Background: an optimization exercise with open tools, aiming at small area and a short achievable clock period. Do not read the settings as production practice.
Only simulation tests tie the RTL to the original design; equivalence was not proved.
Power is estimated from default activity; no workload was simulated.

## design/flow/run.sh

```bash
#!/bin/bash
# synth_recipe.tcl (not shown) runs the flow's synth.tcl, then flattens the netlist and writes it again
# the make line also repeats each setting of config.mk as NAME=value (left out here)
make -C /OpenROAD-flow-scripts/flow DESIGN_CONFIG=/design/flow/config.mk WORK_HOME=/design/flow/orfs CLKGATE_MAP_FILE= SYNTH_SCRIPT=/design/flow/synth_recipe.tcl finish
```

## design/flow/config.mk

```make
export PLATFORM = sky130hd
export DESIGN_NAME = multichannel_strike_peak_detector
export DESIGN_NICKNAME = multichannel_strike_peak_detector
export VERILOG_FILES = /design/flow/design.v
export SDC_FILE = /design/flow/constraint.sdc
export NUM_CORES = 4
export LEC_CHECK = 0
export CAP_MARGIN = 20
export CORE_MARGIN = 2
export CORE_UTILIZATION = 40
export SLEW_MARGIN = 20
```

## design/flow/constraint.sdc

```tcl
create_clock -name core_clock -period 6.5 [get_ports {clk}]
set_input_delay 1.3000 -clock core_clock [delete_from_list [all_inputs] [get_ports {clk}]]
set_output_delay 1.3000 -clock core_clock [all_outputs]
set_load 0.01 [all_outputs]
```

## design/flow/design.v

```verilog
package mspd_pkg;
  localparam int CHANNELS = 4;
  localparam int IN_CH    = 4;
  localparam int LANES    = (CHANNELS < IN_CH) ? CHANNELS : IN_CH;
  localparam int SAMPLE_W = 10;
  localparam int PEAK_W   = 10;
  localparam int CH_W     = 2;
  localparam int TIME_W   = 32;
  localparam int THR_W    = 10;
  localparam int WIN_W    = 16;
  localparam int CFG_W    = 16;
  localparam logic [SAMPLE_W:0] MID_RAIL = 11'd512;
  localparam logic [THR_W-1:0] THRESHOLD_RESET = 10'd80;
  localparam logic [WIN_W-1:0] WINDOW_RESET    = 16'd20;
  localparam logic REG_THRESHOLD = 1'b0;
  localparam logic REG_WINDOW    = 1'b1;
  localparam logic OP_SAMPLE = 1'b0;
  localparam logic OP_POLL   = 1'b1;
  typedef struct packed {
    logic              done;
    logic [PEAK_W-1:0] peak;
  } lane_fin_t;
  typedef struct packed {
    logic              valid;
    logic [CH_W-1:0]   channel;
    logic [PEAK_W-1:0] peak;
  } result_t;
endpackage
module mspd_lane (
  input  logic                            clk,
  input  logic                            rst_n,
  input  logic                            sample_en,
  input  logic [mspd_pkg::SAMPLE_W-1:0]   sample,
  input  logic [mspd_pkg::TIME_W-1:0]     now_ms,
  input  logic [mspd_pkg::THR_W-1:0]      threshold,
  input  logic [mspd_pkg::WIN_W-1:0]      window,
  output mspd_pkg::lane_fin_t             fin
);
  logic                           active_r, active_nxt;
  logic [mspd_pkg::PEAK_W-1:0]    peak_r, peak_nxt;
  logic [mspd_pkg::TIME_W-1:0]    start_r, start_nxt;
  logic [mspd_pkg::SAMPLE_W:0]    s_ext;
  logic [mspd_pkg::SAMPLE_W:0]    dev_wide;
  logic [mspd_pkg::PEAK_W-1:0]    dev;
  logic [mspd_pkg::PEAK_W-1:0]    pk;
  logic [mspd_pkg::TIME_W-1:0]    elapsed;
  logic                           expired;
  assign s_ext    = {1'b0, sample};
  assign dev_wide = (s_ext >= mspd_pkg::MID_RAIL) ? (s_ext - mspd_pkg::MID_RAIL)
                                                  : (mspd_pkg::MID_RAIL - s_ext);
  assign dev      = dev_wide[mspd_pkg::PEAK_W-1:0];
  assign pk       = (dev > peak_r) ? dev : peak_r;
  assign elapsed  = now_ms - start_r;
  assign expired  = elapsed >= {{(mspd_pkg::TIME_W-mspd_pkg::WIN_W){1'b0}}, window};
  always_comb begin
    active_nxt = active_r;
    peak_nxt   = peak_r;
    start_nxt  = start_r;
    fin.done   = 1'b0;
    fin.peak   = pk;
    if (sample_en) begin
      if (!active_r) begin
        if ({1'b0, dev} >= {1'b0, threshold}) begin
          active_nxt = 1'b1;
          peak_nxt   = dev;
          start_nxt  = now_ms;
        end
      end else if (expired) begin
        fin.done   = 1'b1;
        active_nxt = 1'b0;
        peak_nxt   = '0;
      end else begin
        peak_nxt = pk;
      end
    end
  end
  always_ff @(posedge clk) begin
    if (!rst_n) begin
      active_r <= 1'b0;
      peak_r   <= '0;
      start_r  <= '0;
    end else begin
      active_r <= active_nxt;
      peak_r   <= peak_nxt;
      start_r  <= start_nxt;
    end
  end
endmodule
module mspd_merge (
  input  logic                                      clk,
  input  logic                                      rst_n,
  input  logic                                      sample_en,
  input  logic                                      poll_en,
  input  logic                                      op,
  input  logic [mspd_pkg::LANES-1:0]                 fin_done,
  input  logic [mspd_pkg::LANES*mspd_pkg::PEAK_W-1:0] fin_peak,
  output mspd_pkg::result_t                         res,
  output logic                                      pending
);
  logic                         pend_r, pend_nxt;
  logic [mspd_pkg::CH_W-1:0]    ch_r, ch_nxt;
  logic [mspd_pkg::PEAK_W-1:0]  pk_r, pk_nxt;
  logic                         win_found;
  logic [mspd_pkg::CH_W-1:0]    win_ch;
  logic [mspd_pkg::PEAK_W-1:0]  win_peak;
  always_comb begin
    win_found = 1'b0;
    win_ch    = '0;
    win_peak  = '0;
    for (int i = 0; i < mspd_pkg::LANES; i++) begin
      if (fin_done[i] && !win_found) begin
        win_found = 1'b1;
        win_ch    = mspd_pkg::CH_W'(i);
        win_peak  = fin_peak[i*mspd_pkg::PEAK_W +: mspd_pkg::PEAK_W];
      end
    end
  end
  always_comb begin
    pend_nxt = pend_r;
    ch_nxt   = ch_r;
    pk_nxt   = pk_r;
    if (sample_en && !pend_r && win_found) begin
      pend_nxt = 1'b1;
      ch_nxt   = win_ch;
      pk_nxt   = win_peak;
    end else if (poll_en) begin
      pend_nxt = 1'b0;
    end
  end
  always_comb begin
    res.valid   = (op == mspd_pkg::OP_POLL) && pend_r;
    res.channel = res.valid ? ch_r : '0;
    res.peak    = res.valid ? pk_r : '0;
  end
  assign pending = pend_r;
  always_ff @(posedge clk) begin
    if (!rst_n) begin
      pend_r <= 1'b0;
      ch_r   <= '0;
      pk_r   <= '0;
    end else begin
      pend_r <= pend_nxt;
      ch_r   <= ch_nxt;
      pk_r   <= pk_nxt;
    end
  end
endmodule
module multichannel_strike_peak_detector (
  input  logic                              clk,
  input  logic                              rst_n,
  input  logic                              cfg_we,
  input  logic                              cfg_index,
  input  logic [mspd_pkg::CFG_W-1:0]        cfg_wdata,
  input  logic                              in_valid,
  output logic                              in_ready,
  input  logic                              in_op,
  input  logic [mspd_pkg::SAMPLE_W-1:0]     in_sample_ch0,
  input  logic [mspd_pkg::SAMPLE_W-1:0]     in_sample_ch1,
  input  logic [mspd_pkg::SAMPLE_W-1:0]     in_sample_ch2,
  input  logic [mspd_pkg::SAMPLE_W-1:0]     in_sample_ch3,
  input  logic [mspd_pkg::TIME_W-1:0]       in_now_ms,
  output logic                              out_valid,
  input  logic                              out_ready,
  output logic                              out_event_valid,
  output logic [mspd_pkg::CH_W-1:0]         out_event_channel,
  output logic [mspd_pkg::PEAK_W-1:0]       out_event_peak
);
  logic [mspd_pkg::THR_W-1:0]  thr_r;
  logic [mspd_pkg::WIN_W-1:0]  win_r;
  logic                        in_acc;
  logic                        sample_en;
  logic                        poll_en;
  logic                        pending;
  logic [mspd_pkg::SAMPLE_W-1:0]             samples [mspd_pkg::IN_CH];
  logic [mspd_pkg::LANES-1:0]                 fin_done;
  logic [mspd_pkg::LANES*mspd_pkg::PEAK_W-1:0] fin_peak;
  mspd_pkg::result_t                         res;
  logic                        out_valid_r;
  mspd_pkg::result_t           out_r;
  assign samples[0] = in_sample_ch0;
  assign samples[1] = in_sample_ch1;
  assign samples[2] = in_sample_ch2;
  assign samples[3] = in_sample_ch3;
  assign in_ready  = !out_valid_r || out_ready;
  assign in_acc    = in_valid && in_ready;
  assign sample_en = in_acc && (in_op == mspd_pkg::OP_SAMPLE);
  assign poll_en   = in_acc && (in_op == mspd_pkg::OP_POLL);
  always_ff @(posedge clk) begin
    if (!rst_n) begin
      thr_r <= mspd_pkg::THRESHOLD_RESET;
      win_r <= mspd_pkg::WINDOW_RESET;
    end else if (cfg_we) begin
      unique case (cfg_index)
        mspd_pkg::REG_THRESHOLD: thr_r <= cfg_wdata[mspd_pkg::THR_W-1:0];
        mspd_pkg::REG_WINDOW:    win_r <= cfg_wdata[mspd_pkg::WIN_W-1:0];
        default: ;
      endcase
    end
  end
  for (genvar g = 0; g < mspd_pkg::LANES; g++) begin : g_lane
    mspd_pkg::lane_fin_t fin;
    assign fin_done[g] = fin.done;
    assign fin_peak[g*mspd_pkg::PEAK_W +: mspd_pkg::PEAK_W] = fin.peak;
    mspd_lane u_lane (
      .clk       (clk),
      .rst_n     (rst_n),
      .sample_en (sample_en),
      .sample    (samples[g]),
      .now_ms    (in_now_ms),
      .threshold (thr_r),
      .window    (win_r),
      .fin       (fin)
    );
  end
  mspd_merge u_merge (
    .clk       (clk),
    .rst_n     (rst_n),
    .sample_en (sample_en),
    .poll_en   (poll_en),
    .op        (in_op),
    .fin_done  (fin_done),
    .fin_peak  (fin_peak),
    .res       (res),
    .pending   (pending)
  );
  always_ff @(posedge clk) begin
    if (!rst_n) begin
      out_valid_r <= 1'b0;
    end else if (in_acc) begin
      out_valid_r <= 1'b1;
    end else if (out_ready) begin
      out_valid_r <= 1'b0;
    end
    if (in_acc) begin
      out_r <= res;
    end
  end
  assign out_valid         = out_valid_r;
  assign out_event_valid   = out_r.valid;
  assign out_event_channel = out_r.channel;
  assign out_event_peak    = out_r.peak;
endmodule
```

==> results by group <==
Worst setup path
  – CP startpoint: in_now_ms[0]
  – Kind of start point of the critical path: primary input
  – Worst endpoint data arrival time: roughly 6.7 ns
  – CP Class: primary input to flip-flop
  – Reg2reg start: g_lane[0].u_lane.start_r[3]
  – R2r setup slk: 1.25 ns
  – Worst R2R Path Depth: 24
  – Crit Reg-Reg Endpoint: g_lane[0].u_lane.peak_r[7]
  – Largest fanout on the critical path: 10
  – CP Capture Type: flip-flop
  – Critical Path RT: 7.03 ns

Yosys
  – Main flop type after synthesis: dfxtp_1
  – Mapped cell area: 0.0211 mm^2
  – Ys async rst share: 0%
  – Top post-synthesis cells by area: dfxtp_1 (20%), ha_1 (16%), mux2i_1 (6.2%)
  – Share of the synthesized area in the top cell type: 20.1%
  – Syn Area/Cell: ~8 um^2
  – Sequential fraction of the synthesis area: roughly 22%
  – Yosys warns: 5
  – Post-synth EDFFs: 13
  – Unique masters post-synth: 117
  – Post-synth top area cell: dfxtp_1
  – #FFs+latches synth: 225
  – Synth Net Count: roughly 3100
  – Cells after Synth: 2699

Cells and area
  – Layout Nets: between 3000 and 4000
  – Layout cells sized above 1: about an eighth
  – Fillers: 5104
  – Commonest non-fill, non-tap cell in the layout: ha_1
  – Final instance area: approximately 0.025 mm^2
  – Commonest non-fill, non-tap cells in the layout: ha_1 (269), nor2_1 (254), inv_1 (238), nand2_1 (220), dfxtp_1 (212)
  – Synthesis-to-layout area growth: 20.6%
  – Antenna cells: 0

Floorplanning
  – Chip width: approximately 230 um
  – IO Count: between 100 and 150
  – Die Y-Extent: approximately 230 um
  – Die area: 0.0547 mm^2
  – Initial Util: about two fifths
  – Site row count: 84
  – Core ar.: ~0.052 mm^2

Route
  – Detail Route Antenna Nets: 0
  – Initial drt markers: 1231
  – DR WL/cell: approximately 19 um
  – Post-Route WL: just under 70000 um
  – DRC: 0
  – DR pass1 iterations: 6
  – Via-per-instance ratio: between 5 and 6
  – Vias: about 20000

Timing
  – Min Tclk post-route: between 6 and 7 ns
  – Fmax: approximately 160 MHz
  – Tcrit/Tclk final: 95.1%
  – Pins Over Slew Limit: 0
  – Setup TNS: 0 ns
  – Clk_skew: approximately 0.025 ns
  – Max_slew headroom: around 33%
  – WHS: approximately 0.46 ns
  – Final Hold Fails: 0
  – Setup violators final: 0
  – Actual slew at the worst max-slew pin: about 1 ns

Global route
  – Initial antenna violation count: 0
  – Overall routing resource usage: 25.0%
  – Global-route wire length before repair: about 110000 um
  – GRT overflow: 0
  – Largest net degree at the start of global routing: roughly 110
  – Vias in the first global route: 20074

Worst hold path
  – Hold Path Class: flip-flop to flip-flop
  – Min-delay src: thr_r[3]
  – Hold Path End: thr_r[3]
  – Min-Delay Path Depth: 2

Power and ir drop
  – Internal power: about 3300 uW
  – Leak Pwr: around 0.011 uW
  – PwrDens: a little over 200 mW/mm^2
  – Comb pwr share: around two fifths
  – Clock share of power: 32.2%
  – Peak supply drop: 0.000196 V
  – Switching Share: a little over a third
  – Seq pwr share: 29.0%
  – Switching pwr: around 1900 uW
  – Overall Power: around 5200 uW

Clocking
  – H-tree Lvls: 1
  – Clock Pin Slew Worst Setup and Hold Paths: roughly 0.060 ns
  – Num CTS Buffers: 30
  – CTS Buffer Depth: 3
  – Clock latency on the worst-skew pair: 0.60 ns
  – Clock sink count: 225
  – CTS tree: done
  – Hold bufs inserted after CTS: 0
  – Root buffer cell: clkbuf_16

Outcome
  – Outcome: complete, no violations

Placement
  – Port Buf Inserts: 109
  – Cell Area, Placed: roughly 0.024 mm^2
  – Detailed-placement wirelength estimate: between 50000 and 60000 um
  – Placer Congestion: 0.926

Job
  – Max-Cap Viols: 0
-- power by group through the flow --
stage               clock network, uW  logic, uW  registers (uW)
floorplan                           0       1310            1530
global placement                    0       1950            1540
global route                     1780       2250            1520
finish                           1680       2030            1510
CTS                              1730       1990            1510
detailed placement                  0       1980            1540
-- how the worst max path moves through the flow --
stage / endpoint / cells past startpoint
final: g_lane[0].u_lane.peak_r[7] / 26
after global routing: g_lane[0].u_lane.peak_r[7] / 25
after CTS: u_merge.pk_r[0] / 25
after detailed placement: u_merge.pk_r[0] / 25
after global placement: u_merge.pk_r[0] / 27
after floorplan: u_merge.pk_r[0] / 23
-- metal layers --
metal  vias to the layer above  wire length (um)  global-route usage [%]
met5                         -                 0                       0
met4                         0              2780                    9.14
met1                      9645             31200                    31.6
met2                       423             32800                    44.2
li1                      10272                 -                       -
met3                       114              2420                    2.15
-- state kept, by name, summed over array words and instances, names as in the netlist --
| register | cells |
|---|---|
| g_lane.u_lane.active_r | 4 |
| g_lane.u_lane.peak_r | 40 |
| g_lane.u_lane.start_r | 128 |
| out_r | 13 |
| out_valid_r | 1 |
| thr_r | 10 |
| u_merge.ch_r | 2 |
| u_merge.pend_r | 1 |
| u_merge.pk_r | 10 |
| win_r | 16 |
-- through the flow --
stage | utilization (%) | setup slack, ns | cells
after floorplan | - | 0.516 | 2699
after global placement | 46.3 | -0.418 | 3594
after detailed placement | 46.3 | -0.542 | 3594
after CTS | 48.1 | 0.0373 | 3650
after global routing | 48.6 | -0.00404 | 3657
final | 48.6 | 0.316 | 3657
-- critical path: stages --
cell	delay (ns)
clkdlybuf4s50_1	0.48
inv_1	0.06
buf_4	0.15
ha_1	0.23
fa_1	0.38
nand2b_1	0.19
a21oi_2	0.16
o21ai_0	0.12
or2_2	0.33
o21bai_1	0.17
xor2_1	0.19
ha_1	0.26
nand4_1	0.18
buf_4	0.14
nor4_1	0.04
a32oi_1	0.35
nand2b_1	0.11
or4b_2	0.63
a21oi_1	0.17
and3_1	0.19
and4b_2	0.27
a31oi_1	0.09
o21a_1	0.15
nor2_2	0.10
buf_6	0.16
a22o_1	0.14
-- repair_timing --
action,4_1_cts,5_1_grt
buffers inserted,0,4
gates resized for setup,0,42
setup endpoints to repair,0,43
-- final cells by class --
type | instances | area, um^2 | share of cell area (%)
Timing Repair Buffer | 327 | 2820 | 11.0
Clock inverter | 17 | 188 | 0.736
Sequential cell | 225 | 4630 | 18.2
Multi-Input combinational cell | 2122 | 15300 | 60.0
Inverter | 239 | 900 | 3.53
Clock buffer | 39 | 805 | 3.16
Tap cell | 688 | 861 | 3.38
-- synthesized netlist by cell type, drive strengths merged, types with 7 or more instances --
master   number
and2         17
a31o          7
nor2b        25
edfxtp       13
o21a         44
nand4        46
mux2i       130
a211oi       32
or3          18
nor4         24
a21boi       11
dfxtp       212
mux2          8
ha          272
nor3         36
and3         26
xnor2        50
o221a         9
nand3        80
inv         239
nand2       220
o22a         11
a21o         78
xor2         57
o2111ai      22
o21ai       144
nor3b         8
a221oi        9
buf          32
a22o         12
nand2b       32
o31ai         9
o211ai       28
o21bai       21
a21oi       212
a22oi        24
or2           9
clkbuf       81
nor2        256
a31oi        25
a2111oi       8
-- cells by family (layout without fill, tap and decap cells) --
kind of cell    count (synthesis)  in the layout  share of synthesized area [%]
simple gates                  828            830                           18.9
compound gates                771            771                           24.8
buf+inv                       354            622                           6.72
fa+ha+maj                     276            276                           16.5
flops                         225            225                           21.9
mux                           138            138                           6.58
xor+xnor                      107            107                           4.52

[afterwards: timing with drivers on the ports]
Ports are ideal in the flow. The routed layout listed here was re-timed in OpenROAD.
Step 1 (the two cells are an assumption about what drives the block):
set clk [get_ports {clk}]
set_driving_cell -lib_cell sky130_fd_sc_hd__clkbuf_16 $clk
set_driving_cell -lib_cell sky130_fd_sc_hd__buf_2 [delete_from_list [all_inputs] $clk]
Step 2, shift: input delay + t, output delay - t, t = (earliest + latest rising clock arrival at the registers) / 2. This alone moves slack from input paths to output paths.
Three values: no drivers, after step 1, after step 2; two values: the first two.
shift t [ns]: 0.645
setup WS [ns]: 0.316 / 0.354 / -0.291
cell pins on the clock port's net: 1
Met with ideal ports but missed after step 2: setup timing in this run. For this run, drivers alone change the setup slack by +0.038 ns; drivers and shift together by -0.607 ns.
